This design comes from an exercise in tuning for small area, a short achievable clock period and few clock cycles per item on the open sky130 flow, not from production work. Where RTL was checked, it was by simulation tests only, not by an equivalence proof against the original. Function not checked in runs 1 and 2: the RTL went through the layout flow alone. Power and IR drop assume default switching activity.

==> flow/design.v (outline; a module is shown in full before it is edited, if it fits) <==
// module fc_sequencer: 56 lines
// module dot_product8: 2802 lines
// module fa_cell: 10 lines
// module ha_cell: 9 lines
// module relu_quantizer: 106 lines
// module fc_layer_top: 63 lines
module fc_layer_top (
    input  logic                  clk,
    input  logic                  rst_n,
    input  logic                  start,
    output logic                  finish,
    input  logic [31:0]           scale,
    output logic                  weight_rd_en,
    output logic [16-1:0] weight_rd_addr0,
    output logic [16-1:0] weight_rd_addr1,
    input  logic [63:0]           weight_rdata,
    output logic                  act_rd_en,
    output logic [16-1:0] act_rd_addr0,
    output logic [16-1:0] act_rd_addr1,
    input  logic [63:0]           act_rdata,
    output logic [3:0]            act_wr_we,
    output logic [16-1:0] act_wr_addr,
    output logic [31:0]           act_wr_data
);
  // ...
==> flow/flow/run.sh <==
#!/bin/bash
# The standard layout, except that the port buffers are the platform's
# smallest plain buffer instead of a delay buffer.
set -euo pipefail
export BUFFER_PORTS_ARGS="-buffer_cell sky130_fd_sc_hd__buf_1"
bash standard.sh > standard.log 2>&1
==> flow/standard.sh <==
#!/bin/bash
# synth_recipe.tcl (not shown) runs the flow's synth.tcl, then flattens the netlist and writes it again
# the make line also repeats each setting of config.mk as NAME=value (left out here)
make -C /OpenROAD-flow-scripts/flow DESIGN_CONFIG=/design/flow/config.mk WORK_HOME=/design/flow/orfs CLKGATE_MAP_FILE= SYNTH_SCRIPT=/design/flow/synth_recipe.tcl "${@:-finish}"
==> flow/config.mk <==
export PLATFORM = sky130hd
export DESIGN_NAME = fc_layer_top
export DESIGN_NICKNAME = fc_layer_top
export VERILOG_FILES = /design/flow/design.v
export SDC_FILE = /design/flow/constraint.sdc
export NUM_CORES = 4
export LEC_CHECK = 0
export CAP_MARGIN = 20
export CORE_MARGIN = 2
export CORE_UTILIZATION = 60
export CTS_CLUSTER_DIAMETER = 100
export CTS_CLUSTER_SIZE = 30
export SLEW_MARGIN = 20
export SYNTH_HIERARCHICAL = 1
==> flow/constraint.sdc <==
create_clock -name core_clock -period 14.5 [get_ports {clk}]
set_input_delay 2.9000 -clock core_clock [delete_from_list [all_inputs] [get_ports {clk}]]
set_output_delay 2.9000 -clock core_clock [all_outputs]
set_load 0.01 [all_outputs]
==> reports/results.ini, run 1 <==
[status]
status = no timing/DRC/antenna violations

[clocking]
clock_latency_ns = 0.55
cts_buffer_depth = 3

[synthesis]
synthFlopType = dfxtp_1
synth_cell_types = 67
yosys_warnings = 9
syn_area_sq_um = 25200

[pwr]
maxPowerGroup = combinational cells
pg_seq_mw = 1.53

[floorplanning]
taps = 539
ios = 282
die_area_sq_um = 43700

[sta]
setup_ws_ns = 10.30
fmax_mhz = 238
maxSlewHeadroom_pct = 39.3

[worst_setup_path]
r2r_cells = 8
critical-path-max-stage-delay_ns = 0.56

[routing]
vias = 15700
remaining_drc_errors = 0
wire_per_inst_microns = 22.8
wl_met1_mm = 23.8
viasPerCell = 5.57

[placement]
gp_congestion = 0.924
hpwl_mm = 53.2

[run]
maxCapViolCount = 0

[layout]
final_cell_count_no_fill = 2819
buffer_area_share_pct = 3.55
multi_input_area_sq_um = 16100
drive_above_1_share_pct = 1.89
clk_share_pct = 2.10

==> module relu_quantizer, before the edit <==
module relu_quantizer (
    input  logic                   clk,
    input  logic                   rst_n,
    input  logic [31:0]            scale,
    input  logic [23:0]            acc_s,
    input  logic [23:0]            acc_c,
    input  logic                   sum_valid,
    output logic [3:0]             act_wr_we,
    output logic [16-1:0]  act_wr_addr,
    output logic [31:0]            act_wr_data,
    output logic                   finish
);
    localparam logic [7:0] o_first = 8'(692);
    localparam logic [7:0] o_last  = 8'(692 + 120 / 4 - 1);
    logic [23:0] sum_s;
    logic [23:0] sum_c;
    logic [23:0] v;        
    logic [22:0] r;        
    logic [22:0] hs;       
    logic [22:0] hc;       
    logic [22:0] x;
    logic [22:0] fs;
    logic [22:0] fc;
    logic        p;        
    logic        sbit;     
    logic [4:0]  k;        
    logic        busy;
    logic        fin;
    logic        sat;
    logic [6:0]  q;        
    logic [1:0]  lane;
    logic [7:0]  oaddr;
    assign sum_s = acc_s ^ 24'h07ffb4;
    assign sum_c = acc_c ^ 24'h0fff68;
    always_comb begin
        logic [23:0] g;
        logic [23:0] t;
        g = sum_s & sum_c;
        t = sum_s ^ sum_c;
        for (int d = 1; d < 24; d = d * 2) begin
            for (int i = 2 * d - 1; i < 24; i = i + 2 * d) begin
                g[i] = g[i] | (t[i] & g[i - d]);
                t[i] = t[i] & t[i - d];
            end
        end
        for (int d = 8; d >= 1; d = d / 2) begin
            for (int i = 3 * d - 1; i < 24; i = i + 2 * d) begin
                g[i] = g[i] | (t[i] & g[i - d]);
                t[i] = t[i] & t[i - d];
            end
        end
        v = (sum_s ^ sum_c) ^ {g[22:0], 1'b0};
    end
    assign x  = sbit ? r : 23'd0;
    assign fs = hs ^ hc ^ x;
    assign fc = (hs & hc) | (x & (hs ^ hc));
    assign p  = fs[0];
    assign act_wr_addr = {6'b000000, 2'b10, oaddr};
    assign act_wr_data = {4{1'b0, q}};
    always_ff @(posedge clk) begin
        if (sum_valid) begin
            r <= v[23] ? 23'd0 : v[22:0];
            hs <= '0;
            hc <= '0;
            sat <= 1'b0;
        end else begin
            hs <= {1'b0, fs[22:1]};
            hc <= fc;
            if (busy && (k[4:3] == 2'b11 || k == 5'd0)) begin
                sat <= sat | p;
            end
        end
        sbit <= scale[sum_valid ? 5'd0 : k];
        k <= sum_valid ? 5'd1 : k + 5'd1;
        if (busy && k >= 5'd17 && k <= 5'd23) begin
            q <= {p, q[6:1]};
        end else if (fin && (sat || hs != '0 || hc != '0)) begin
            q <= 7'd127;
        end
    end
    always_ff @(posedge clk) begin
        if (!rst_n) begin
            busy <= 1'b0;
            fin <= 1'b0;
            act_wr_we <= 4'b0000;
            lane <= 2'd0;
            oaddr <= o_first;
            finish <= 1'b0;
        end else begin
            if (sum_valid) begin
                busy <= 1'b1;
            end else if (k == 5'd0) begin
                busy <= 1'b0;
            end
            fin <= busy && k == 5'd0;
            act_wr_we <= fin ? 4'b0001 << lane : 4'b0000;
            finish <= act_wr_we != 4'b0000 && lane == 2'd3 && oaddr == o_last;
            if (act_wr_we != 4'b0000) begin
                lane <= lane + 2'd1;
                if (lane == 2'd3) begin
                    oaddr <= (oaddr == o_last) ? o_first : oaddr + 8'd1;
                end
            end
        end
    end
endmodule
==> module fc_layer_top, before the edit <==
module fc_layer_top (
    input  logic                  clk,
    input  logic                  rst_n,
    input  logic                  start,
    output logic                  finish,
    input  logic [31:0]           scale,
    output logic                  weight_rd_en,
    output logic [16-1:0] weight_rd_addr0,
    output logic [16-1:0] weight_rd_addr1,
    input  logic [63:0]           weight_rdata,
    output logic                  act_rd_en,
    output logic [16-1:0] act_rd_addr0,
    output logic [16-1:0] act_rd_addr1,
    input  logic [63:0]           act_rdata,
    output logic [3:0]            act_wr_we,
    output logic [16-1:0] act_wr_addr,
    output logic [31:0]           act_wr_data
);
    logic               rd_valid;
    logic               rd_first;
    logic               rd_last;
    logic [23:0]        acc_s;
    logic [23:0]        acc_c;
    logic               sum_valid;
    fc_sequencer i_fc_sequencer (
        .clk             (clk),
        .rst_n           (rst_n),
        .start           (start),
        .weight_rd_en    (weight_rd_en),
        .weight_rd_addr0 (weight_rd_addr0),
        .weight_rd_addr1 (weight_rd_addr1),
        .act_rd_en       (act_rd_en),
        .act_rd_addr0    (act_rd_addr0),
        .act_rd_addr1    (act_rd_addr1),
        .tag_valid       (rd_valid),
        .tag_first       (rd_first),
        .tag_last        (rd_last)
    );
    dot_product8 i_dot_product8 (
        .clk          (clk),
        .rst_n        (rst_n),
        .weights      (weight_rdata),
        .acts         (act_rdata),
        .tag_in_valid (rd_valid),
        .tag_in_first (rd_first),
        .tag_in_last  (rd_last),
        .acc_s        (acc_s),
        .acc_c        (acc_c),
        .sum_valid    (sum_valid)
    );
    relu_quantizer i_relu_quantizer (
        .clk         (clk),
        .rst_n       (rst_n),
        .scale       (scale),
        .acc_s       (acc_s),
        .acc_c       (acc_c),
        .sum_valid   (sum_valid),
        .act_wr_we   (act_wr_we),
        .act_wr_addr (act_wr_addr),
        .act_wr_data (act_wr_data),
        .finish      (finish)
    );
endmodule
==> inputs of run 2 (changes only) <==
--- a/flow/design.v
+++ b/flow/design.v
@@ -57,27 +57,25 @@
 module dot_product8 (
     input  logic        clk,
     input  logic        rst_n,
     input  logic [63:0] weights,
     input  logic [63:0] acts,
     input  logic        tag_in_valid,
     input  logic        tag_in_first,
     input  logic        tag_in_last,
-    output logic [23:0] acc_s,
-    output logic [23:0] acc_c,
+    output logic [23:0] acc,
     output logic        sum_valid
 );
+    logic [23:0] acc_in;
     logic [63:0] w_q;
     logic [63:0] a_q;
     logic        v_q;
     logic        f_q;
     logic        l_q;
-    logic [23:0] acc_s_in;
-    logic [23:0] acc_c_in;
     logic [23:0] row0;
     logic [23:0] row1;
     logic        v_r;
     logic        f_r;
     logic        l_r;
     logic p0_0_0;
     logic p0_0_1;
     logic p0_0_2;
@@ -587,38 +585,36 @@
     logic p7_7_2;
     logic p7_7_3;
     logic p7_7_4;
     logic p7_7_5;
     logic p7_7_6;
     logic p7_7_7;
     logic s963;
     logic c964;
+    logic s965;
+    logic c966;
     logic s967;
     logic c968;
     logic s971;
     logic c972;
     logic s975;
     logic c976;
-    logic s981;
-    logic c982;
-    logic s991;
-    logic c992;
-    logic s995;
-    logic c996;
+    logic s979;
+    logic c980;
+    logic s1011;
+    logic c1012;
     logic s1035;
     logic c1036;
     logic s1037;
     logic c1038;
     logic s1039;
     logic c1040;
     logic s1043;
     logic c1044;
-    logic s1109;
-    logic c1110;
     logic r901;
     logic r902;
     logic r903;
     logic r904;
     logic r905;
     logic r906;
     logic r907;
     logic r908;
@@ -753,18 +749,17 @@
         r956 <= c894;
         r957 <= s897;
         r958 <= c852;
         r959 <= c896;
         r960 <= s899;
         r961 <= c898;
         r962 <= c900;
     end
-    assign acc_s_in = f_r ? 24'h3e6fb4 : acc_s;
-    assign acc_c_in = f_r ? 24'h0fff68 : acc_c;
+    assign acc_in = f_r ? 24'h399000 : acc;
     assign p0_0_0 = ~(w_q[0] & a_q[0]);
     assign p0_0_1 = ~(w_q[0] & a_q[1]);
     assign p0_0_2 = ~(w_q[0] & a_q[2]);
     assign p0_0_3 = ~(w_q[0] & a_q[3]);
     assign p0_0_4 = ~(w_q[0] & a_q[4]);
     assign p0_0_5 = ~(w_q[0] & a_q[5]);
     assign p0_0_6 = ~(w_q[0] & a_q[6]);
     assign p0_0_7 = ~(w_q[0] & a_q[7]);
@@ -2617,243 +2612,171 @@
     logic c896;
     fa_cell u_s895 (.a(c788), .b(s791), .c(c850), .s(s895), .co(c896));
     logic s897;
     logic c898;
     fa_cell u_s897 (.a(s695), .b(c792), .c(~s853), .s(s897), .co(c898));
     logic s899;
     logic c900;
     fa_cell u_s899 (.a(~c696), .b(c794), .c(c854), .s(s899), .co(c900));
-    assign s963 = r915 ^ r916;
-    assign c964 = r916 & ~r915;
-    logic s965;
-    logic c966;
-    fa_cell u_s965 (.a(r920), .b(r921), .c(r923), .s(s965), .co(c966));
-    assign s967 = r922 ^ r924;
-    assign c968 = r922 & ~r924;
+    assign s963 = r920 ^ r921;
+    assign c964 = r920 | r921;
+    assign s965 = r926 ^ r927;
+    assign c966 = r926 | r927;
+    assign s967 = r931 ^ r932;
+    assign c968 = r931 | r932;
     logic s969;
     logic c970;
-    fa_cell u_s969 (.a(r926), .b(r927), .c(r929), .s(s969), .co(c970));
-    assign s971 = r928 ^ r930;
-    assign c972 = r928 & ~r930;
+    fa_cell u_s969 (.a(r937), .b(r938), .c(r939), .s(s969), .co(c970));
+    assign s971 = r936 ^ r940;
+    assign c972 = r936 & ~r940;
     logic s973;
     logic c974;
-    fa_cell u_s973 (.a(r931), .b(r932), .c(r934), .s(s973), .co(c974));
-    assign s975 = r933 ^ r935;
-    assign c976 = r933 & ~r935;
+    fa_cell u_s973 (.a(r943), .b(r944), .c(r947), .s(s973), .co(c974));
+    assign s975 = r911 ^ r912;
+    assign c976 = r911 | r912;
     logic s977;
     logic c978;
-    fa_cell u_s977 (.a(r937), .b(r938), .c(r939), .s(s977), .co(c978));
-    logic s979;
-    logic c980;
-    fa_cell u_s979 (.a(~r936), .b(r940), .c(r941), .s(s979), .co(c980));
-    assign s981 = r942 ^ acc_s_in[11];
-    assign c982 = r942 & ~acc_s_in[11];
+    fa_cell u_s977 (.a(r915), .b(r917), .c(r918), .s(s977), .co(c978));
+    assign s979 = r916 ^ r919;
+    assign c980 = r916 & ~r919;
+    logic s981;
+    logic c982;
+    fa_cell u_s981 (.a(~r922), .b(r923), .c(r924), .s(s981), .co(c982));
     logic s983;
     logic c984;
-    fa_cell u_s983 (.a(r943), .b(r944), .c(r947), .s(s983), .co(c984));
+    fa_cell u_s983 (.a(r925), .b(s963), .c(acc_in[8]), .s(s983), .co(c984));
     logic s985;
     logic c986;
-    fa_cell u_s985 (.a(r945), .b(r946), .c(~acc_s_in[12]), .s(s985), .co(c986));
+    fa_cell u_s985 (.a(r929), .b(r930), .c(c964), .s(s985), .co(c986));
     logic s987;
     logic c988;
-    fa_cell u_s987 (.a(r949), .b(r950), .c(r951), .s(s987), .co(c988));
+    fa_cell u_s987 (.a(r928), .b(s965), .c(acc_in[9]), .s(s987), .co(c988));
     logic s989;
     logic c990;
-    fa_cell u_s989 (.a(r953), .b(r954), .c(r955), .s(s989), .co(c990));
-    assign s991 = r908 ^ r909;
-    assign c992 = r908 | r909;
+    fa_cell u_s989 (.a(r934), .b(r935), .c(c966), .s(s989), .co(c990));
+    logic s991;
+    logic c992;
+    fa_cell u_s991 (.a(r933), .b(s967), .c(acc_in[10]), .s(s991), .co(c992));
     logic s993;
     logic c994;
-    fa_cell u_s993 (.a(r911), .b(r912), .c(r913), .s(s993), .co(c994));
-    assign s995 = r914 ^ acc_s_in[6];
-    assign c996 = acc_s_in[6] & ~r914;
+    fa_cell u_s993 (.a(r941), .b(c968), .c(s971), .s(s993), .co(c994));
+    logic s995;
+    logic c996;
+    fa_cell u_s995 (.a(r942), .b(~s969), .c(acc_in[11]), .s(s995), .co(c996));
     logic s997;
     logic c998;
-    fa_cell u_s997 (.a(r917), .b(r918), .c(r919), .s(s997), .co(c998));
+    fa_cell u_s997 (.a(r945), .b(r946), .c(c972), .s(s997), .co(c998));
     logic s999;
     logic c1000;
-    fa_cell u_s999 (.a(s963), .b(acc_s_in[7]), .c(~acc_c_in[7]), .s(s999), .co(c1000));
+    fa_cell u_s999 (.a(c970), .b(s973), .c(~acc_in[12]), .s(s999), .co(c1000));
     logic s1001;
     logic c1002;
-    fa_cell u_s1001 (.a(r925), .b(c964), .c(~s967), .s(s1001), .co(c1002));
+    fa_cell u_s1001 (.a(r949), .b(r950), .c(r951), .s(s1001), .co(c1002));
     logic s1003;
     logic c1004;
-    fa_cell u_s1003 (.a(s965), .b(acc_s_in[8]), .c(acc_c_in[8]), .s(s1003), .co(c1004));
+    fa_cell u_s1003 (.a(r948), .b(~c974), .c(acc_in[13]), .s(s1003), .co(c1004));
     logic s1005;
     logic c1006;
-    fa_cell u_s1005 (.a(s971), .b(c966), .c(s969), .s(s1005), .co(c1006));
+    fa_cell u_s1005 (.a(r953), .b(r954), .c(r955), .s(s1005), .co(c1006));
     logic s1007;
     logic c1008;
-    fa_cell u_s1007 (.a(~c968), .b(acc_s_in[9]), .c(acc_c_in[9]), .s(s1007), .co(c1008));
+    fa_cell u_s1007 (.a(r952), .b(r956), .c(~acc_in[14]), .s(s1007), .co(c1008));
     logic s1009;
     logic c1010;
-    fa_cell u_s1009 (.a(s975), .b(c970), .c(s973), .s(s1009), .co(c1010));
-    logic s1011;
-    logic c1012;
-    fa_cell u_s1011 (.a(~c972), .b(acc_s_in[10]), .c(acc_c_in[10]), .s(s1011), .co(c1012));
+    fa_cell u_s1009 (.a(r957), .b(~r958), .c(r959), .s(s1009), .co(c1010));
+    assign s1011 = r908 ^ r909;
+    assign c1012 = r908 | r909;
     logic s1013;
     logic c1014;
-    fa_cell u_s1013 (.a(c974), .b(s977), .c(s979), .s(s1013), .co(c1014));
+    fa_cell u_s1013 (.a(r913), .b(r914), .c(~s975), .s(s1013), .co(c1014));
     logic s1015;
     logic c1016;
-    fa_cell u_s1015 (.a(~c976), .b(acc_c_in[11]), .c(s981), .s(s1015), .co(c1016));
+    fa_cell u_s1015 (.a(c976), .b(s979), .c(s977), .s(s1015), .co(c1016));
     logic s1017;
     logic c1018;
-    fa_cell u_s1017 (.a(c978), .b(c980), .c(s983), .s(s1017), .co(c1018));
+    fa_cell u_s1017 (.a(~c980), .b(c978), .c(s981), .s(s1017), .co(c1018));
     logic s1019;
     logic c1020;
-    fa_cell u_s1019 (.a(~acc_c_in[12]), .b(c982), .c(s985), .s(s1019), .co(c1020));
+    fa_cell u_s1019 (.a(c982), .b(s985), .c(~c984), .s(s1019), .co(c1020));
     logic s1021;
     logic c1022;
-    fa_cell u_s1021 (.a(c984), .b(s987), .c(acc_s_in[13]), .s(s1021), .co(c1022));
+    fa_cell u_s1021 (.a(c986), .b(s989), .c(~c988), .s(s1021), .co(c1022));
     logic s1023;
     logic c1024;
-    fa_cell u_s1023 (.a(r948), .b(~acc_c_in[13]), .c(c986), .s(s1023), .co(c1024));
+    fa_cell u_s1023 (.a(c990), .b(s993), .c(~c992), .s(s1023), .co(c1024));
     logic s1025;
     logic c1026;
-    fa_cell u_s1025 (.a(r952), .b(r956), .c(c988), .s(s1025), .co(c1026));
+    fa_cell u_s1025 (.a(s997), .b(~c994), .c(c996), .s(s1025), .co(c1026));
     logic s1027;
     logic c1028;
-    fa_cell u_s1027 (.a(~s989), .b(acc_s_in[14]), .c(acc_c_in[14]), .s(s1027), .co(c1028));
+    fa_cell u_s1027 (.a(s1001), .b(~c998), .c(c1000), .s(s1027), .co(c1028));
     logic s1029;
     logic c1030;
-    fa_cell u_s1029 (.a(r957), .b(~r958), .c(r959), .s(s1029), .co(c1030));
+    fa_cell u_s1029 (.a(~c1002), .b(s1005), .c(c1004), .s(s1029), .co(c1030));
     logic s1031;
     logic c1032;
-    fa_cell u_s1031 (.a(~c990), .b(acc_s_in[15]), .c(acc_c_in[15]), .s(s1031), .co(c1032));
+    fa_cell u_s1031 (.a(c1006), .b(~s1009), .c(acc_in[15]), .s(s1031), .co(c1032));
     logic s1033;
     logic c1034;
-    fa_cell u_s1033 (.a(r961), .b(acc_s_in[16]), .c(acc_c_in[16]), .s(s1033), .co(c1034));
+    fa_cell u_s1033 (.a(~r960), .b(r961), .c(c1010), .s(s1033), .co(c1034));
     assign s1035 = r901 ^ r902;
     assign c1036 = r901 | r902;
-    assign s1037 = r903 ^ acc_s_in[1];
-    assign c1038 = acc_s_in[1] & ~r903;
-    assign s1039 = r904 ^ acc_s_in[2];
-    assign c1040 = r904 | acc_s_in[2];
+    assign s1037 = r903 ^ acc_in[1];
+    assign c1038 = acc_in[1] & ~r903;
+    assign s1039 = r904 ^ acc_in[2];
+    assign c1040 = acc_in[2] & ~r904;
     logic s1041;
     logic c1042;
-    fa_cell u_s1041 (.a(r905), .b(r906), .c(acc_c_in[3]), .s(s1041), .co(c1042));
-    assign s1043 = r907 ^ acc_s_in[4];
-    assign c1044 = r907 | acc_s_in[4];
+    fa_cell u_s1041 (.a(r905), .b(r906), .c(~acc_in[3]), .s(s1041), .co(c1042));
+    assign s1043 = r907 ^ acc_in[4];
+    assign c1044 = acc_in[4] & ~r907;
     logic s1045;
     logic c1046;
-    fa_cell u_s1045 (.a(r910), .b(acc_s_in[5]), .c(acc_c_in[5]), .s(s1045), .co(c1046));
+    fa_cell u_s1045 (.a(~r910), .b(s1011), .c(acc_in[5]), .s(s1045), .co(c1046));
     logic s1047;
     logic c1048;
-    fa_cell u_s1047 (.a(c992), .b(s993), .c(acc_c_in[6]), .s(s1047), .co(c1048));
+    fa_cell u_s1047 (.a(c1012), .b(~acc_in[6]), .c(s1013), .s(s1047), .co(c1048));
     logic s1049;
     logic c1050;
-    fa_cell u_s1049 (.a(c994), .b(s997), .c(s999), .s(s1049), .co(c1050));
+    fa_cell u_s1049 (.a(~acc_in[7]), .b(c1014), .c(s1015), .s(s1049), .co(c1050));
     logic s1051;
     logic c1052;
-    fa_cell u_s1051 (.a(c998), .b(c1000), .c(s1003), .s(s1051), .co(c1052));
+    fa_cell u_s1051 (.a(c1016), .b(s1017), .c(~s983), .s(s1051), .co(c1052));
     logic s1053;
     logic c1054;
-    fa_cell u_s1053 (.a(s1005), .b(c1004), .c(s1007), .s(s1053), .co(c1054));
+    fa_cell u_s1053 (.a(c1018), .b(~s987), .c(s1019), .s(s1053), .co(c1054));
     logic s1055;
     logic c1056;
-    fa_cell u_s1055 (.a(c1006), .b(s1009), .c(c1008), .s(s1055), .co(c1056));
+    fa_cell u_s1055 (.a(~s991), .b(c1020), .c(s1021), .s(s1055), .co(c1056));
     logic s1057;
     logic c1058;
-    fa_cell u_s1057 (.a(c1010), .b(s1013), .c(c1012), .s(s1057), .co(c1058));
+    fa_cell u_s1057 (.a(~s995), .b(c1022), .c(s1023), .s(s1057), .co(c1058));
     logic s1059;
     logic c1060;
-    fa_cell u_s1059 (.a(c1014), .b(s1017), .c(c1016), .s(s1059), .co(c1060));
+    fa_cell u_s1059 (.a(s999), .b(c1024), .c(~s1025), .s(s1059), .co(c1060));
     logic s1061;
     logic c1062;
-    fa_cell u_s1061 (.a(c1018), .b(s1021), .c(~s1023), .s(s1061), .co(c1062));
+    fa_cell u_s1061 (.a(s1003), .b(c1026), .c(~s1027), .s(s1061), .co(c1062));
     logic s1063;
     logic c1064;
-    fa_cell u_s1063 (.a(s1025), .b(c1022), .c(s1027), .s(s1063), .co(c1064));
+    fa_cell u_s1063 (.a(s1007), .b(c1028), .c(~s1029), .s(s1063), .co(c1064));
     logic s1065;
     logic c1066;
-    fa_cell u_s1065 (.a(s1029), .b(c1026), .c(c1028), .s(s1065), .co(c1066));
+    fa_cell u_s1065 (.a(~c1008), .b(s1031), .c(c1030), .s(s1065), .co(c1066));
     logic s1067;
     logic c1068;
-    fa_cell u_s1067 (.a(c1030), .b(c1032), .c(s1033), .s(s1067), .co(c1068));
+    fa_cell u_s1067 (.a(acc_in[16]), .b(~s1033), .c(c1032), .s(s1067), .co(c1068));
     logic s1069;
     logic c1070;
-    fa_cell u_s1069 (.a(~r962), .b(acc_s_in[17]), .c(acc_c_in[17]), .s(s1069), .co(c1070));
-    logic s1071;
-    logic c1072;
-    ha_cell u_s1071 (.a(s1035), .b(acc_s_in[0]), .s(s1071), .co(c1072));
-    logic s1073;
-    logic c1074;
-    fa_cell u_s1073 (.a(c1036), .b(~acc_c_in[1]), .c(s1037), .s(s1073), .co(c1074));
-    logic s1075;
-    logic c1076;
-    fa_cell u_s1075 (.a(acc_c_in[2]), .b(c1038), .c(s1039), .s(s1075), .co(c1076));
-    logic s1077;
-    logic c1078;
-    fa_cell u_s1077 (.a(~acc_s_in[3]), .b(c1040), .c(s1041), .s(s1077), .co(c1078));
-    logic s1079;
-    logic c1080;
-    fa_cell u_s1079 (.a(acc_c_in[4]), .b(s1043), .c(~c1042), .s(s1079), .co(c1080));
-    logic s1081;
-    logic c1082;
-    fa_cell u_s1081 (.a(~s991), .b(c1044), .c(s1045), .s(s1081), .co(c1082));
-    logic s1083;
-    logic c1084;
-    fa_cell u_s1083 (.a(s995), .b(c1046), .c(s1047), .s(s1083), .co(c1084));
-    logic s1085;
-    logic c1086;
-    fa_cell u_s1085 (.a(~c996), .b(c1048), .c(s1049), .s(s1085), .co(c1086));
-    logic s1087;
-    logic c1088;
-    fa_cell u_s1087 (.a(~s1001), .b(c1050), .c(s1051), .s(s1087), .co(c1088));
-    logic s1089;
-    logic c1090;
-    fa_cell u_s1089 (.a(~c1002), .b(c1052), .c(s1053), .s(s1089), .co(c1090));
-    logic s1091;
-    logic c1092;
-    fa_cell u_s1091 (.a(s1011), .b(s1055), .c(c1054), .s(s1091), .co(c1092));
-    logic s1093;
-    logic c1094;
-    fa_cell u_s1093 (.a(s1015), .b(c1056), .c(s1057), .s(s1093), .co(c1094));
-    logic s1095;
-    logic c1096;
-    fa_cell u_s1095 (.a(c1058), .b(~s1019), .c(s1059), .s(s1095), .co(c1096));
-    logic s1097;
-    logic c1098;
-    fa_cell u_s1097 (.a(~c1020), .b(c1060), .c(s1061), .s(s1097), .co(c1098));
-    logic s1099;
-    logic c1100;
-    fa_cell u_s1099 (.a(~c1024), .b(s1063), .c(c1062), .s(s1099), .co(c1100));
-    logic s1101;
-    logic c1102;
-    fa_cell u_s1101 (.a(s1031), .b(s1065), .c(c1064), .s(s1101), .co(c1102));
-    logic s1103;
-    logic c1104;
-    fa_cell u_s1103 (.a(~r960), .b(c1066), .c(s1067), .s(s1103), .co(c1104));
-    logic s1105;
-    logic c1106;
-    fa_cell u_s1105 (.a(c1034), .b(s1069), .c(c1068), .s(s1105), .co(c1106));
-    logic s1107;
-    logic c1108;
-    fa_cell u_s1107 (.a(acc_s_in[18]), .b(acc_c_in[18]), .c(c1070), .s(s1107), .co(c1108));
-    assign s1109 = acc_s_in[19] ^ acc_c_in[19];
-    assign c1110 = acc_s_in[19] & ~acc_c_in[19];
-    logic s1111;
-    logic c1112;
-    ha_cell u_s1111 (.a(acc_s_in[20]), .b(acc_c_in[20]), .s(s1111), .co(c1112));
-    logic s1113;
-    logic c1114;
-    ha_cell u_s1113 (.a(acc_s_in[21]), .b(acc_c_in[21]), .s(s1113), .co(c1114));
-    logic s1115;
-    logic c1116;
-    ha_cell u_s1115 (.a(acc_s_in[22]), .b(acc_c_in[22]), .s(s1115), .co(c1116));
-    logic s1117;
-    logic c1118;
-    ha_cell u_s1117 (.a(acc_s_in[23]), .b(acc_c_in[23]), .s(s1117), .co(c1118));
-    assign row0 = {s1117, s1115, s1113, s1111, ~s1109, s1107, s1105, s1103, s1101, s1099, s1097, s1095, s1093, s1091, s1089, s1087, s1085, ~s1083, s1081, ~s1079, ~s1077, ~s1075, ~s1073, s1071};
-    assign row1 = {c1116, c1114, c1112, c1110, c1108, c1106, c1104, c1102, c1100, c1098, c1096, c1094, c1092, c1090, c1088, c1086, ~c1084, c1082, ~c1080, ~c1078, ~c1076, ~c1074, c1072, acc_c_in[0]};
+    fa_cell u_s1069 (.a(r962), .b(acc_in[17]), .c(~c1034), .s(s1069), .co(c1070));
+    assign row0 = {acc_in[23], acc_in[22], acc_in[21], acc_in[20], acc_in[19], acc_in[18], s1069, s1067, s1065, s1063, s1061, s1059, s1057, s1055, s1053, s1051, s1049, s1047, s1045, s1043, s1041, s1039, s1037, s1035} ^ 24'h005fde;
+    assign row1 = {1'b0, 1'b0, 1'b0, 1'b0, 1'b0, c1070, c1068, c1066, c1064, c1062, c1060, c1058, c1056, c1054, c1052, c1050, c1048, c1046, c1044, c1042, c1040, c1038, c1036, acc_in[0]} ^ 24'h00bf92;
     always_ff @(posedge clk) begin
-        acc_s <= row0;
-        acc_c <= row1;
+        acc <= row0 + row1;
         if (!rst_n) begin
             sum_valid <= 1'b0;
         end else begin
             sum_valid <= v_r && l_r;
         end
     end
 endmodule
 module fa_cell (
@@ -2874,74 +2797,51 @@
 );
     assign s = a ^ b;
     assign co = a & b;
 endmodule
 module relu_quantizer (
     input  logic                   clk,
     input  logic                   rst_n,
     input  logic [31:0]            scale,
-    input  logic [23:0]            acc_s,
-    input  logic [23:0]            acc_c,
+    input  logic [23:0]            acc,      
     input  logic                   sum_valid,
     output logic [3:0]             act_wr_we,
     output logic [16-1:0]  act_wr_addr,
     output logic [31:0]            act_wr_data,
     output logic                   finish
 );
     localparam logic [7:0] o_first = 8'(692);
     localparam logic [7:0] o_last  = 8'(692 + 120 / 4 - 1);
-    logic [23:0] sum_s;
-    logic [23:0] sum_c;
-    logic [23:0] v;        
     logic [22:0] r;        
+    logic        pos;      
     logic [22:0] hs;       
     logic [22:0] hc;       
     logic [22:0] x;
     logic [22:0] fs;
     logic [22:0] fc;
     logic        p;        
     logic        sbit;     
     logic [4:0]  k;        
     logic        busy;
     logic        fin;
     logic        sat;
     logic [6:0]  q;        
     logic [1:0]  lane;
     logic [7:0]  oaddr;
-    assign sum_s = acc_s ^ 24'h07ffb4;
-    assign sum_c = acc_c ^ 24'h0fff68;
-    always_comb begin
-        logic [23:0] g;
-        logic [23:0] t;
-        g = sum_s & sum_c;
-        t = sum_s ^ sum_c;
-        for (int d = 1; d < 24; d = d * 2) begin
-            for (int i = 2 * d - 1; i < 24; i = i + 2 * d) begin
-                g[i] = g[i] | (t[i] & g[i - d]);
-                t[i] = t[i] & t[i - d];
-            end
-        end
-        for (int d = 8; d >= 1; d = d / 2) begin
-            for (int i = 3 * d - 1; i < 24; i = i + 2 * d) begin
-                g[i] = g[i] | (t[i] & g[i - d]);
-                t[i] = t[i] & t[i - d];
-            end
-        end
-        v = (sum_s ^ sum_c) ^ {g[22:0], 1'b0};
-    end
-    assign x  = sbit ? r : 23'd0;
+    assign x  = (sbit && pos) ? r : 23'd0;
     assign fs = hs ^ hc ^ x;
     assign fc = (hs & hc) | (x & (hs ^ hc));
     assign p  = fs[0];
     assign act_wr_addr = {6'b000000, 2'b10, oaddr};
     assign act_wr_data = {4{1'b0, q}};
     always_ff @(posedge clk) begin
         if (sum_valid) begin
-            r <= v[23] ? 23'd0 : v[22:0];
+            r <= acc[22:0];
+            pos <= !acc[23];
             hs <= '0;
             hc <= '0;
             sat <= 1'b0;
         end else begin
             hs <= {1'b0, fs[22:1]};
             hc <= fc;
             if (busy && (k[4:3] == 2'b11 || k == 5'd0)) begin
                 sat <= sat | p;
@@ -2997,18 +2897,17 @@
     input  logic [63:0]           act_rdata,
     output logic [3:0]            act_wr_we,
     output logic [16-1:0] act_wr_addr,
     output logic [31:0]           act_wr_data
 );
     logic               rd_valid;
     logic               rd_first;
     logic               rd_last;
-    logic [23:0]        acc_s;
-    logic [23:0]        acc_c;
+    logic [23:0]        acc;
     logic               sum_valid;
     fc_sequencer i_fc_sequencer (
         .clk             (clk),
         .rst_n           (rst_n),
         .start           (start),
         .weight_rd_en    (weight_rd_en),
         .weight_rd_addr0 (weight_rd_addr0),
         .weight_rd_addr1 (weight_rd_addr1),
@@ -3022,25 +2921,23 @@
     dot_product8 i_dot_product8 (
         .clk          (clk),
         .rst_n        (rst_n),
         .weights      (weight_rdata),
         .acts         (act_rdata),
         .tag_in_valid (rd_valid),
         .tag_in_first (rd_first),
         .tag_in_last  (rd_last),
-        .acc_s        (acc_s),
-        .acc_c        (acc_c),
+        .acc          (acc),
         .sum_valid    (sum_valid)
     );
     relu_quantizer i_relu_quantizer (
         .clk         (clk),
         .rst_n       (rst_n),
         .scale       (scale),
-        .acc_s       (acc_s),
-        .acc_c       (acc_c),
+        .acc         (acc),
         .sum_valid   (sum_valid),
         .act_wr_we   (act_wr_we),
         .act_wr_addr (act_wr_addr),
         .act_wr_data (act_wr_data),
         .finish      (finish)
     );
 endmodule
==> reports/results.ini, run 2 <==
[status]
status = no timing/DRC/antenna violations

[pwr]
vdd_drop_max_mv = 0.384
swShare_pct = 47.1
p_sw_mw = 3.05
share_comb_of_total_power_pct = 68.8
power_frac_seq_pct = 22.6
clock_power_share_pct = 8.5
internal_power_mw = 3.43
power_density_nw_per_um2 = 256
power.leakage_nw = 9.63

[synthesis]
synth_cell_types = 72  ; +7.5%
syn_avg_cell_area_sq_um = 11.2
synth_edf_count = 31
synthFlopType = dfxtp_1
ys_top_cells_by_area = fa_1, dfxtp_1, nand2_1
yosys-top-cells-count = nand2_1, fa_1, dfxtp_1
syn_inst = 2157
synth_seq_cells = 345
synthArstFlopShare_pct = 0
synth.most_common_cell = nand2_1
yosys_warnings = 9  ; unchanged
syn_area_sq_um = 24200  ; -4.0%
yosysTopAreaCell = fa_1
synth_top_area_share_pct = 42.6
seq_area_frac_synth_pct = 29.8

[clocking]
ctsRootBufferMaster = clkbuf_16
cts_buffer_depth = 3  ; unchanged
cts_setup_buffers = 0
clock-sinks = 345
clk_pin_slew_ns = 0.11
ctsHoldBuffers = 0
htreeDepth = 1
tritoncts = yes
cts_made_buffers = 16
cts_resized = 0
clock_latency_ns = 0.56  ; about the same

[run]
maxCapViolCount = 0  ; unchanged

[sta]
hold_viol = 0
tns_ns = 0
worst_slew_pin_slew_ns = 0.917
setup_viol = 0
finalClockSkew_ns = 0.0340
fin_crit_ns = 4.30
grt_setup_unrepaired = no
finalCritPeriodShare_pct = 29.7
fmax_mhz = 233  ; -2.2%
maxSlewHeadroom_pct = 38.9  ; -0.49 points
slew_violations = 0

[routing]
viasPerCell = 5.71  ; +2.4%
wl_met1_mm = 25.1  ; +5.5%
remaining_drc_errors = 0  ; unchanged
drtIter0Drc = 1215
ant_nets = 0
drtPass1Iterations = 6
highest_layer = met4
wirelength_mm = 67.1
vias = 15700  ; +0.23%
wire_per_inst_microns = 24.3  ; +6.6%
met3_length_mm = 6.37
dr_wl_met2_mm = 32.2

[floorplanning]
ios = 282  ; unchanged
row_count = 73
initial_core_util_pct = 60.9
die_area_sq_um = 42000  ; -3.9%
core-area_sq_um = 39800
die_w_microns = 205
die_h_microns = 205

[placement]
gp_congestion = 0.992  ; +7.3%
postPlaceCellArea_sq_um = 24800
hpwl_mm = 56.0  ; +5.3%
port_buffers = 245

[worst_setup_path]
cpMostUsedCell = fa_1
required_ns = 14.94
cp_top_family = adder cells
worstPathMaxFanout = 18
cp_slowest_cell = dfxtp_1
crit_chain = buf_4 -> nor2b_1 -> fa_1 -> inv_1 -> fa_1 -> fa_1 -> inv_1 -> ha_1 -> nand3_1 -> a31oi_2 -> o21ai_2 -> a211o_1 -> mux2_4
cp-start-kind = flop
critPathCaptureType = flop
r2r_cells = 13  ; +5
cp_num_cells = 13
arrival_ns = 4.74
path_class = flop to flop
critical-path-max-stage-delay_ns = 0.68  ; +0.12 ns
path_buf_inv = 3

[hold_path]
holdCritPathClass = flop to flop
hold_depth = 0

[grt]
track_usage_pct = 33.4
grt_overflow = 0
first_global_vias = 16800
grt_max_degree = 87
grt_pass1_wl_mm = 101
grt_antenna_before_repair = 1

[layout]
nets = 2945
mostFrequentLayoutCells = nand2_1, fa_1, dfxtp_1
drive_above_1_share_pct = 1.97  ; +0.084 points
design_area_sq_um = 25300
syn2layout_area_growth_pct = 4.30
final_common_cell = nand2_1
reg_top3 = i_dot_product8.a_q x64, i_dot_product8.w_q x64, i_dot_product8.acc x24

==> run 2: modules after synthesis, one instance, submodules excluded, excerpt <==
module,flip-flops and latches,times used,cells inside
fa_cell,0,493,1
dot_product8,221,1,1128
relu_quantizer,100,1,383
fc_sequencer,24,1,153
==> run 2: logic make-up (layout without fill, tap and decap cells) <==
family,count (synthesis),after routing,synth area share [%]
other cells,4,37,0.0619
buf+inv,329,373,6.46
mux,14,14,0.599
flops,345,345,29.8
compound gates,103,103,3.09
simple gates,773,773,14.1
xor+xnor,33,33,1.19
fa+ha+maj,556,556,44.7
==> run 2: metal layers <==
metal / global-route usage, % / vias to the layer above
li1: - / 6667
met1: 41.9 / 7999
met2: 55.8 / 880
met3: 8.26 / 198
met4: 13.6 / 0
met5: 0 / -
==> run 2: worst paths after layout <==
kind,start,end,slack [ns]
worst max-delay path,i_dot_product8.f_r$_DFF_P_,i_dot_product8.acc[23]$_DFF_P_,10.20
worst max register to register,i_dot_product8.f_r$_DFF_P_,i_dot_product8.acc[23]$_DFF_P_,10.20
worst min-delay path,i_fc_sequencer.tag_last$_DFF_P_,i_dot_product8.l_q$_DFF_P_,0.34
worst min register to register,i_fc_sequencer.tag_last$_DFF_P_,i_dot_product8.l_q$_DFF_P_,0.34
==> run 2: layout make-up <==
| cell class | count | area (sq um) |
|---|---|---|
| diodes | 1 | 2.50 |
| flip-flops and latches | 345 | 7220 |
| fillers | 3291 | 14500 |
| clock inverters | 3 | 43.8 |
| well taps | 525 | 657 |
| repair buffers | 248 | 942 |
| clock buffers | 22 | 465 |
| inverters | 100 | 375 |
| multi-input cells | 1515 | 15600 |
==> run 2: power by group through the flow <==
stage | clock network (mW) | registers, mW | logic (mW)
floorplan | 0 | 1.37 | 3.37
global placement | 0 | 1.48 | 4.34
detailed placement | 0 | 1.49 | 4.44
CTS | 0.570 | 1.47 | 4.46
global route | 0.603 | 1.49 | 5.06
finish | 0.551 | 1.47 | 4.46
==> run 2: through the flow <==
step / instances / worst slack (ns) / total power [mW] / utilization [%] / hold WS [ns]
floorplan: 2189 / 10.66 / 4.74 / - / 0.310
global placement: 2733 / 10.25 / 5.82 / 62.2 / 0.315
detailed placement: 2733 / 10.24 / 5.93 / 62.2 / 0.313
CTS: 2758 / 10.16 / 6.49 / 63.5 / 0.340
global route: 2758 / 10.01 / 7.16 / 63.5 / 0.346
finish: 2759 / 10.20 / 6.48 / 63.5 / 0.337
==> inputs of run 3 (changes only) <==
--- a/flow/design.v
+++ b/flow/design.v
@@ -2802,7 +2802,7 @@
     input  logic                   clk,
     input  logic                   rst_n,
     input  logic [31:0]            scale,
-    input  logic [23:0]            acc,      
+    input  logic [23:0]            acc,
     input  logic                   sum_valid,
     output logic [3:0]             act_wr_we,
     output logic [16-1:0]  act_wr_addr,
@@ -2812,7 +2812,6 @@
     localparam logic [7:0] o_first = 8'(692);
     localparam logic [7:0] o_last  = 8'(692 + 120 / 4 - 1);
     logic [22:0] r;        
-    logic        pos;      
     logic [22:0] hs;       
     logic [22:0] hc;       
     logic [22:0] x;
@@ -2827,7 +2826,7 @@
     logic [6:0]  q;        
     logic [1:0]  lane;
     logic [7:0]  oaddr;
-    assign x  = (sbit && pos) ? r : 23'd0;
+    assign x  = sbit ? r : 23'd0;
     assign fs = hs ^ hc ^ x;
     assign fc = (hs & hc) | (x & (hs ^ hc));
     assign p  = fs[0];
@@ -2835,8 +2834,7 @@
     assign act_wr_data = {4{1'b0, q}};
     always_ff @(posedge clk) begin
         if (sum_valid) begin
-            r <= acc[22:0];
-            pos <= !acc[23];
+            r <= acc[23] ? 23'd0 : acc[22:0];
             hs <= '0;
             hc <= '0;
             sat <= 1'b0;
==> reports/results.ini, run 3 <==
[grt]
grt_pass1_wl_mm = 100  ; -0.87%
first_global_vias = 17000  ; +1.1%
grt_antenna_before_repair = 2  ; +1
grt_overflow = 0  ; unchanged
grt_max_degree = 82  ; -5.7%
track_usage_pct = 32.8  ; -0.57 points

[routing]
wire_per_inst_microns = 23.4  ; -3.7%
vias = 15700  ; -0.10%
viasPerCell = 5.65  ; -1.0%
drtIter0Drc = 1338  ; +10%
remaining_drc_errors = 0  ; unchanged
ant_nets = 0  ; unchanged
wirelength_mm = 65.3  ; -2.8%
drtPass1Iterations = 8  ; +2

[worst_setup_path]
critPathCaptureType = primary output
path_class = flop to primary output
cp_num_cells = 1  ; -12
cp-start-kind = flop
worstPathMaxFanout = 9  ; -9
cp_slowest_cell = dfxtp_1
r2r_end = i_dot_product8.acc[23]$_DFF_P_
arrival_ns = 1.30  ; -3.44 ns
r2r_slack_ns = 10.32  ; +0.12 ns
r2r_cells = 13  ; unchanged
critical-path-max-stage-delay_ns = 0.55  ; -0.13 ns
crit_chain = buf_1
cp_top_family = flip-flops
r2r-start = i_dot_product8.r937$_DFF_P_
path_buf_inv = 1  ; -2
cp-startpoint = i_fc_sequencer.waddr[3]$_SDFF_PN1_
required_ns = 11.60  ; -3.34 ns

[layout]
antenna_cells = 0  ; -1
drive_above_1_share_pct = 1.99  ; +0.022 points
mostFrequentLayoutCells = nand2_1, fa_1, dfxtp_1
final_common_cell = nand2_1
reg_top3 = i_dot_product8.a_q x64, i_dot_product8.w_q x64, i_dot_product8.acc x24
final_util_pct = 63.6  ; +0.12 points
syn2layout_area_growth_pct = 4.30  ; about the same
final_cell_count_no_fill = 2784  ; +0.91%
nets = 2969  ; +0.81%

[clocking]
ctsHoldBuffers = 0  ; unchanged
ctsRootBufferMaster = clkbuf_16
tritoncts = yes
clock_latency_ns = 0.55  ; about the same
clock-sinks = 344  ; -0.29%
cts_made_buffers = 16  ; unchanged
clk_pin_slew_ns = 0.11  ; about the same
cts_resized = 0  ; unchanged
cts_setup_buffers = 0  ; unchanged
cts_buffer_depth = 3  ; unchanged
htreeDepth = 1  ; unchanged

[hold_path]
hp-start = i_fc_sequencer.tag_last$_DFF_P_
holdPathEnd = i_dot_product8.l_q$_DFF_P_
hold_depth = 0  ; unchanged
holdCritPathClass = flop to flop

[synthesis]
synthFlopType = dfxtp_1
seq_area_frac_synth_pct = 29.5  ; -0.25 points
synthArstFlopShare_pct = 0  ; unchanged
yosysTopAreaCell = fa_1
syn_inst = 2183  ; +1.2%
yosys_warnings = 9  ; unchanged
ys_top_cells_by_area = fa_1, dfxtp_1, nand2_1
synth_top_area_share_pct = 42.4  ; -0.18 points
syn_area_sq_um = 24300  ; +0.43%
syn_avg_cell_area_sq_um = 11.1  ; -0.77%
synth_seq_cells = 344  ; -0.29%
synth.most_common_cell = nand2_1
yosys-top-cells-count = nand2_1, fa_1, dfxtp_1
synth_edf_count = 30  ; -3.2%
synth_cell_types = 71  ; -1.4%

[placement]
port_buffers = 245  ; unchanged
hpwl_mm = 54.3  ; -3.1%
gp_congestion = 0.944  ; -4.8%
dp_cells = 2757  ; +0.88%

[sta]
worst_slew_pin_slew_ns = 0.969  ; +0.0522 ns
whs_ns = 0.340  ; +0.00333 ns
finalClockSkew_ns = 0.0259  ; -0.00818 ns
setup_viol = 0  ; unchanged
slew_violations = 0  ; unchanged
maxSlewHeadroom_pct = 35.3  ; -3.6 points
hold_viol = 0  ; unchanged
finalCritPeriodShare_pct = 28.9  ; -0.71 points
fin_crit_ns = 4.20  ; -0.103 ns
fmax_mhz = 238  ; +2.5%
tns_ns = 0  ; unchanged
grt_setup_unrepaired = no

[floorplanning]
core-area_sq_um = 39900  ; +0.23%
die_w_microns = 205  ; +0.21%
die_h_microns = 205  ; +0.21%
die_area_sq_um = 42200  ; +0.42%
ios = 282  ; unchanged
initial_core_util_pct = 61.0  ; +0.12 points
row_count = 73  ; unchanged

[status]
status = no timing/DRC/antenna violations

[pwr]
vdd_drop_max_mv = 0.427  ; +11%
power.leakage_nw = 9.58  ; -0.48%
finalPower_mw = 6.58  ; +1.5%
power_density_nw_per_um2 = 259  ; +1.0%

[run]
maxCapViolCount = 0  ; unchanged

[run 3: cell count changes in the layout (fill, tap and decap cells not counted), moves of 3 or more]
cell      delta
nand3_1      +3
o221ai_1     -3
and3_1      -23
nor2_1       +4
mux2i_1      -4
inv_1        -4
nor3b_1      -3
and2_1      +22
clkbuf_1     +3
nor2b_1     +27
[run 3: cell families (layout without fill, tap and decap cells)]
| kind of cell | after synthesis | after routing | share of synthesized area, % |
|---|---|---|---|
| XOR/XNOR | 33 | 33 | 1.19 |
| adder cells (fa/ha/maj) | 556 | 556 | 44.5 |
| AND/OR/NAND/NOR | 801 | 801 | 14.7 |
| multiplexers | 12 | 12 | 0.524 |
| other | 4 | 36 | 0.0617 |
| flip-flops | 344 | 344 | 29.5 |
| AO/OA/AOI/OAI | 105 | 105 | 3.08 |
| buffers and inverters | 328 | 372 | 6.38 |
[run 3: Yosys stat by module (local to each module, per instance), a selection]
module | flip-flops and latches | cells inside
relu_quantizer | 99 | 409
fc_sequencer | 24 | 153
fa_cell | 0 | 1
dot_product8 | 221 | 1128
[run 3: where the power goes]
| part | internal [mW] | switching [mW] |
|---|---|---|
| Combinational | 1.94 | 2.63 |
| Sequential | 1.26 | 0.188 |
| Clock | 0.233 | 0.326 |
[run 3: metrics by stage]
stage / setup WS, ns / instance area, sq um
floorplan: 10.66 / 24500
global placement: 10.42 / 24900
detailed placement: 10.34 / 24900
CTS: 10.29 / 25400
global route: 10.08 / 25400
finish: 10.30 / 25400
[run 3: how the worst max path moves through the flow]
stage | to
final | weight_rd_addr0[3]
after global routing | i_dot_product8.acc[23]$_DFF_P_
after CTS | weight_rd_addr0[3]
after detailed placement | i_dot_product8.acc[23]$_DFF_P_
after global placement | i_dot_product8.acc[17]$_DFF_P_
after floorplan | i_dot_product8.acc[23]$_DFF_P_
[run 3: layout make-up]
class	instances	area, sq um
clock buffer	25	465
clock inverter	2	50.0
fill	3316	14500
inverter	97	364
multi-input combinational	1543	15700
sequential	344	7190
tap	525	657
timing repair buffer	248	942
[run 3: metal layers]
| layer | track usage [%] | wire length (microns) |
|---|---|---|
| met1 | 40.9 | 23500 |
| met2 | 55.8 | 32100 |
| met3 | 5.40 | 5650 |
| met4 | 16.6 | 4000 |
| met5 | 0 | 17 |
Testbench counts of run 3, summed over its fixed seeds: cycles 144,960, layers 24.

port drivers added, routing unchanged:
In the flow no input, the clock included, has a driving cell. The finished layouts below were timed again as built, in two steps.
Step 1 (the two cells are an assumption about what drives the block):
set clk [get_ports {clk}]
set_driving_cell -lib_cell sky130_fd_sc_hd__clkbuf_16 $clk
set_driving_cell -lib_cell sky130_fd_sc_hd__buf_2 [delete_from_list [all_inputs] $clk]
Step 2 times the ports against the registers' clock, not the clock port: input delays grow and output delays shrink by t, the midpoint of the rising clock arrivals with the driver on.
Three values: ideal, step 1, step 2; two values: the first two.
run	shift t [ns]	setup slack, ns	worst setup path after step 2
run 1	0.597	10.297 / 10.238 / 10.065	input to register
run 2	0.599	10.201 / 10.201 / 10.201	register to register
run 3	0.599	10.304 / 10.244 / 10.323	register to register
After both steps setup and hold are still met in every run listed. The setup slack of run 1, which loses most, moves by -0.059 ns with the drivers and by -0.232 ns with both steps.
